What follows belongs to an exercise in optimizing a design on an open flow for small area, a short achievable clock period and few clock cycles per item; a production flow would make more cautious choices. RTL that was checked went through simulation tests only; none was proved equivalent to the original. Power figures rest on the tool's default switching activity, not on a simulated workload.

## rc_stick_conditioner
module rc_stick_conditioner (
    input  wire logic        i_clk,
    input  wire logic        i_rst_n,
    input  wire logic        i_in_valid,
    output logic             o_in_ready,
    input  wire logic [11:0] i_adc_stick_down,
    input  wire logic [11:0] i_adc_roll,
    input  wire logic [11:0] i_adc_yaw,
    input  wire logic [11:0] i_adc_stick_up,
    input  wire logic [11:0] i_adc_aux_three,
    input  wire logic [11:0] i_adc_aux_one,
    input  wire logic [11:0] i_adc_aux_two,
    output logic             o_out_valid,
    input  wire logic        i_out_ready,
    output logic [10:0]      o_filtered_throttle,
    output logic [10:0]      o_filtered_yaw,
    output logic [10:0]      o_filtered_pitch,
    output logic [10:0]      o_filtered_roll,
    output logic [10:0]      o_filtered_aux_one,
    output logic [10:0]      o_filtered_aux_two,
    output logic [10:0]      o_filtered_aux_three,
    input  wire logic        i_cfg_we,
    input  wire logic [2:0]  i_cfg_idx,
    input  wire logic [9:0]  i_cfg_data
);
For scale: about 740 flip-flops, roughly 180 I/O pins, ~0.042 mm^2 of cells after synthesis.
==> flow/config.mk <==
export PLATFORM = sky130hd
export DESIGN_NAME = rc_stick_conditioner
export DESIGN_NICKNAME = rc_stick_conditioner
export VERILOG_FILES = /design/flow/design.v
export SDC_FILE = /design/flow/constraint.sdc
export NUM_CORES = 4
export LEC_CHECK = 0
export ABC_AREA = 1
export CAP_MARGIN = 20
export CORE_MARGIN = 2
export CORE_UTILIZATION = 55
export CTS_BUF_LIST = sky130_fd_sc_hd__clkbuf_4 sky130_fd_sc_hd__clkbuf_8
export PLACE_DENSITY = 0.7
export SETUP_SLACK_MARGIN = 5
export SLEW_MARGIN = 20
==> flow/constraint.sdc <==
create_clock -name core_clock -period 10.0 [get_ports {i_clk}]
set_input_delay 2.0000 -clock core_clock [delete_from_list [all_inputs] [get_ports {i_clk}]]
set_output_delay 2.0000 -clock core_clock [all_outputs]
set_load 0.01 [all_outputs]
run.sh (not shown) runs the stock make flow with config.mk's settings and CLKGATE_MAP_FILE= SYNTH_SCRIPT=/design/flow/synth_recipe.tcl, a recipe that flattens the netlist after the stock synthesis.
The starting point ran to the end with no violations.
Testbench counts at the start, summed over its fixed seeds: cycles 16,024, items 16,000.
Edit:
--- a/flow/config.mk
+++ b/flow/config.mk
@@ -10,5 +10,3 @@
 export CORE_MARGIN = 2
-export CORE_UTILIZATION = 55
-export CTS_BUF_LIST = sky130_fd_sc_hd__clkbuf_4 sky130_fd_sc_hd__clkbuf_8
-export PLACE_DENSITY = 0.7
+export CORE_UTILIZATION = 40
 export SETUP_SLACK_MARGIN = 5
Outcome: The new run passed the timing, design-rule and antenna checks; setup slack loses 0.0085 ns; synthesized area does not change; wire length climbs by a few percent.


== run A ==
Another version of the RTL of rc_stick_conditioner (not shown whole).
Size: roughly 5000 cells after synthesis, roughly 770 flip-flops, ~180 I/O pins, about 0.045 mm^2 of cells after synthesis.
clock: 10.0 ns
lec_check: 0
abc_area: 1
cap_margin: 20
core_margin: 2
core_utilization: 50
cts_buf_list: sky130_fd_sc_hd__clkbuf_4 sky130_fd_sc_hd__clkbuf_8
cts_cluster_diameter: 50
cts_cluster_size: 14
place_density: 0.65
slew_margin: 20
standard.sh (not shown) runs the stock make flow with config.mk's settings and CLKGATE_MAP_FILE= SYNTH_SCRIPT=/design/flow/synth_recipe.tcl, a recipe that flattens the netlist after the stock synthesis.
==> flow/flow/run.sh <==
#!/bin/bash
# The standard layout (standard.sh), with timing repair aimed at a 4.0 ns
# period (setup slack margin 6.0 ns at the fixed 10 ns clock) and plain
# buf_1 port buffers. Each tool's output goes to its own log here.
set -euo pipefail
bash standard.sh SETUP_SLACK_MARGIN=6.0 "BUFFER_PORTS_ARGS=-buffer_cell sky130_fd_sc_hd__buf_1" finish > standard_flow.log 2>&1
Changes in run B relative to run A:
-- flow/config.mk --
<<< run A, line 11
export CORE_UTILIZATION = 50
export CTS_BUF_LIST = sky130_fd_sc_hd__clkbuf_4 sky130_fd_sc_hd__clkbuf_8
export CTS_CLUSTER_DIAMETER = 50
export CTS_CLUSTER_SIZE = 14
export PLACE_DENSITY = 0.65
export SLEW_MARGIN = 20
>>> run B, line 11
export CORE_UTILIZATION = 50
export CTS_BUF_LIST = sky130_fd_sc_hd__clkbuf_4 sky130_fd_sc_hd__clkbuf_8
export PLACE_DENSITY = 0.65
export SLEW_MARGIN = 20
- Run B vs run A — routed wire length climbed by a few percent
- Looking at startpoint-to-endpoint class of the critical path, the reg -> reg result is from run B; the in -> reg one comes from run A.
- Taking run A as the reference, in run B proportion of layout cells with a drive suffix above 1 rose 2.1 points; met1 track demand over resource in global routing fell 0.19 points.
#### Input delta (run C over run B)
-- flow/config.mk --
<<< run B, line 9
export CAP_MARGIN = 20
export CORE_MARGIN = 2
export CORE_UTILIZATION = 50
export CTS_BUF_LIST = sky130_fd_sc_hd__clkbuf_4 sky130_fd_sc_hd__clkbuf_8
export PLACE_DENSITY = 0.65
export SLEW_MARGIN = 20
>>> run C, line 9
export CAP_MARGIN = 20
export CORE_MARGIN = 2
export CORE_UTILIZATION = 45
export CTS_BUF_LIST = sky130_fd_sc_hd__clkbuf_4 sky130_fd_sc_hd__clkbuf_8
export PLACE_DENSITY = 0.6
export SLEW_MARGIN = 20
[summary]
Status | run C and run B | clean. [diff] setup slack, run C relative to run B: improvement. When run C is set beside run B, its utilization after layout turns out to be 6.1 points smaller. When run C is measured against run B, its number of buffers other than clock buffers in the final layout turns out 14 lower. Looking at end point of the critical path, the r_dead_ty$_DFFE_PP_ result is from run B; the r_dead_pr$_DFFE_PP_ one comes from run C. The area growth from synthesis to layout in run C sits 0.41 points below the value recorded for run B. Diff run B -> run C | multi-input logic area | down slightly. Global routing met1 resource utilization for run C is lower than for run B. Summary of the comparison: number of resized instances in the post-cts repair step is higher in run C, relative to run B. NOTE count of routing violations after the opening detailed-route iteration run B->run C increased by a few percent. Between run C and run B, it is run C whose final cell count is higher, by 1.7%. Standard-cell row count in run C is 5.5% above run B.
No run of this note included a check of the RTL's function; only the layout flow was run.


## the reference run
rc_stick_conditioner, a different RTL version from the one above (not shown whole).
For scale: about 4,800 cells after synthesis, roughly 850 flip-flops.
// rc_stick_conditioner
module rc_stick_conditioner (
    input  wire logic        i_clk,
    input  wire logic        i_rst_n,
    input  wire logic        i_in_valid,
    output logic             o_in_ready,
    input  wire logic [11:0] i_adc_stick_down,
    input  wire logic [11:0] i_adc_roll,
    input  wire logic [11:0] i_adc_yaw,
    input  wire logic [11:0] i_adc_stick_up,
    input  wire logic [11:0] i_adc_aux_three,
    input  wire logic [11:0] i_adc_aux_one,
    input  wire logic [11:0] i_adc_aux_two,
    output logic             o_out_valid,
    input  wire logic        i_out_ready,
    output logic [10:0]      o_filtered_throttle,
    output logic [10:0]      o_filtered_yaw,
    output logic [10:0]      o_filtered_pitch,
    output logic [10:0]      o_filtered_roll,
    output logic [10:0]      o_filtered_aux_one,
    output logic [10:0]      o_filtered_aux_two,
    output logic [10:0]      o_filtered_aux_three,
    input  wire logic        i_cfg_we,
    input  wire logic [2:0]  i_cfg_idx,
    input  wire logic [9:0]  i_cfg_data
);
clock: 10.0 ns
lec_check: 0
abc_area: 1
cap_margin: 20
core_margin: 2
core_utilization: 50
cts_buf_list: sky130_fd_sc_hd__clkbuf_4 sky130_fd_sc_hd__clkbuf_8
cts_cluster_diameter: 50
cts_cluster_size: 14
place_density: 0.65
slew_margin: 20
Scripts as last shown in full above: flow/flow/run.sh
Testbench counts of the reference run, summed over its fixed seeds: cycles 16,032, items 16,000.
What the trial run does differently from the reference run at the input level:
# the reference run
export LEC_CHECK = 0
export ABC_AREA = 1
export CAP_MARGIN = 20
export CORE_MARGIN = 2
export CORE_UTILIZATION = 50
export CTS_BUF_LIST = sky130_fd_sc_hd__clkbuf_4 sky130_fd_sc_hd__clkbuf_8
export CTS_CLUSTER_DIAMETER = 50
export CTS_CLUSTER_SIZE = 14
export PLACE_DENSITY = 0.65
export SLEW_MARGIN = 20
create_clock -name core_clock -period 10.0 [get_ports {i_clk}]
# the trial run
export LEC_CHECK = 0
export ABC_AREA = 1
export CAP_MARGIN = 20
export CORE_MARGIN = 2
export CORE_UTILIZATION = 55
export CTS_BUF_LIST = sky130_fd_sc_hd__clkbuf_4 sky130_fd_sc_hd__clkbuf_8
export PLACE_DENSITY = 0.7
export SLEW_MARGIN = 20
create_clock -name core_clock -period 10.0 [get_ports {i_clk}]
==> flow/flow/run.sh <==
#!/bin/bash
# The standard layout (standard.sh), with timing repair aimed at a 3.8 ns
# period (setup slack margin 6.2 ns at the fixed 10 ns clock) and plain
# buf_1 port buffers. Each tool's output goes to its own log here.
set -euo pipefail
bash standard.sh SETUP_SLACK_MARGIN=6.2 "BUFFER_PORTS_ARGS=-buffer_cell sky130_fd_sc_hd__buf_1" finish > standard_flow.log 2>&1
--- outcome ---
The trial run: PASS, flow complete, no timing, DRC or antenna violations
The trial run vs the reference run, instance count: the trial run higher
Re fraction of layout instances using a drive strength above 1: the trial run and the reference run aren't equal, and the lower value belongs to the reference run.
The trial run vs the reference run — areal power density over the cells climbed by a few percent
Power share of the clock group: the trial run > the reference run
From the reference run to the trial run, number of cells on the worst hold path did not move at all.


Setup of alpha:
rc_stick_conditioner again, from the RTL that the note above started with.
clock: 10.0 ns
lec_check: 0
abc_area: 1
cap_margin: 20
core_margin: 2
core_utilization: 50
cts_buf_list: sky130_fd_sc_hd__clkbuf_4 sky130_fd_sc_hd__clkbuf_8
cts_cluster_diameter: 60
cts_cluster_size: 20
place_density: 0.65
slew_margin: 20
==> flow/flow/run.sh <==
#!/bin/bash
# The standard layout (standard.sh), with timing repair aimed at a 4.0 ns
# period (setup slack margin 6.0 ns at the fixed 10 ns clock) and plain
# buf_1 port buffers. Each tool's output goes to its own log here.
set -euo pipefail
bash standard.sh SETUP_SLACK_MARGIN=6.0 "BUFFER_PORTS_ARGS=-buffer_cell sky130_fd_sc_hd__buf_1" finish > standard_flow.log 2>&1
Testbench counts of alpha, summed over its fixed seeds: cycles 16,032, items 16,000.
Inputs modified between alpha and beta:
- CTS_BUF_LIST: sky130_fd_sc_hd__clkbuf_4 sky130_fd_sc_hd__clkbuf_8 -> sky130_fd_sc_hd__clkbuf_8 sky130_fd_sc_hd__clkbuf_16
### Flow results
- alpha and beta all finish clean.
- Delta (beta minus alpha): final-layout clock-cell area share now larger; cell area now sits higher; total routing resource utilization after global routing flat; combinational power ~0 delta; worst IR drop on VDD now sits higher.
- There was hardly any difference in routed wire length between alpha and beta.
- Final non-filler cell total essentially unchanged between beta and alpha.
- Between alpha and beta, total design power is lower for alpha, beta comes in above that.
Relative to beta, the following input files were edited for gamma:
- a deleted CTS_CLUSTER_DIAMETER that had been 60
- a change of CTS_BUF_LIST from sky130_fd_sc_hd__clkbuf_8 sky130_fd_sc_hd__clkbuf_16 to sky130_fd_sc_hd__clkbuf_4 sky130_fd_sc_hd__clkbuf_8
- a deleted CTS_CLUSTER_SIZE that had been 20
- a change of CORE_UTILIZATION from 50 to 45
- a change of PLACE_DENSITY from 0.65 to 0.6
Results
- Between beta and gamma, the flow reports power density of the placed cells decreasing slightly.
- First-pass GRT wire length: gamma vs beta up 6.2 mm
- Number of vias in the routed layout was higher in the run labelled gamma.
Input changes introduced in delta (baseline for comparison: gamma):
- changing PLACE_DENSITY from 0.6 to 0.65
- changing CORE_UTILIZATION from 45 to 50
==> notes.md <==
Looking at die area, delta sits below gamma.
The clock network area share of delta and that of gamma are within noise of each other.
delta: peak per-stage delay on the critical path is 0.23 ns higher than what gamma reported.

==> re-timing with driven ports <==
How much do the figures lean on ideal ports? The routed layouts below were timed once more, with nothing changed but the port constraints. Step 1: set_driving_cell puts a clkbuf_16 on i_clk and a buf_2 on each other input, an assumption about the parent block. Step 2, shift: input delay + t, output delay - t, t = (earliest + latest rising clock arrival at the registers) / 2. This alone moves slack from input paths to output paths. a / b / c = ideal / step 1 / step 2; a / b = the first two.
run	t (ns)	setup slack, ns	hold slack, ns	latest minus earliest clock arrival (ns)	worst data-port slew with drivers (ns)
the first run of note 1	0.808	5.067 / 5.108 / 4.299	0.394 / 0.394 / 0.394	0.054 / 0.055	0.13
the second run of note 1	0.701	5.058 / 5.035 / 4.593	0.411 / 0.411 / 0.411	0.044 / 0.044	0.16
run A	0.759	5.885 / 5.907 / 5.148	0.395 / 0.395 / 0.395	0.048 / 0.048	0.08
run B	0.819	5.908 / 5.908 / 5.157	0.396 / 0.396 / 0.396	0.037 / 0.037	0.09
run C	0.817	5.969 / 5.969 / 5.270	0.397 / 0.397 / 0.397	0.041 / 0.041	0.08
the reference run	0.805	6.062 / 6.079 / 5.273	0.383 / 0.383 / 0.383	0.052 / 0.053	0.11
the trial run	0.853	6.088 / 6.088 / 5.290	0.390 / 0.390 / 0.390	0.043 / 0.043	0.07
alpha	0.788	6.143 / 6.140 / 5.395	0.409 / 0.409 / 0.409	0.052 / 0.053	0.11
beta	0.708	5.993 / 6.014 / 5.307	0.412 / 0.412 / 0.412	0.039 / 0.039	0.11
gamma	0.846	6.158 / 6.189 / 5.343	0.377 / 0.377 / 0.377	0.053 / 0.052	0.11
delta	0.853	6.160 / 6.109 / 5.346	0.400 / 0.400 / 0.400	0.030 / 0.030	0.12
After both steps setup and hold are still met in every run listed. For gamma, which loses most, drivers alone change the setup slack by +0.031 ns; drivers and shift together by -0.815 ns.
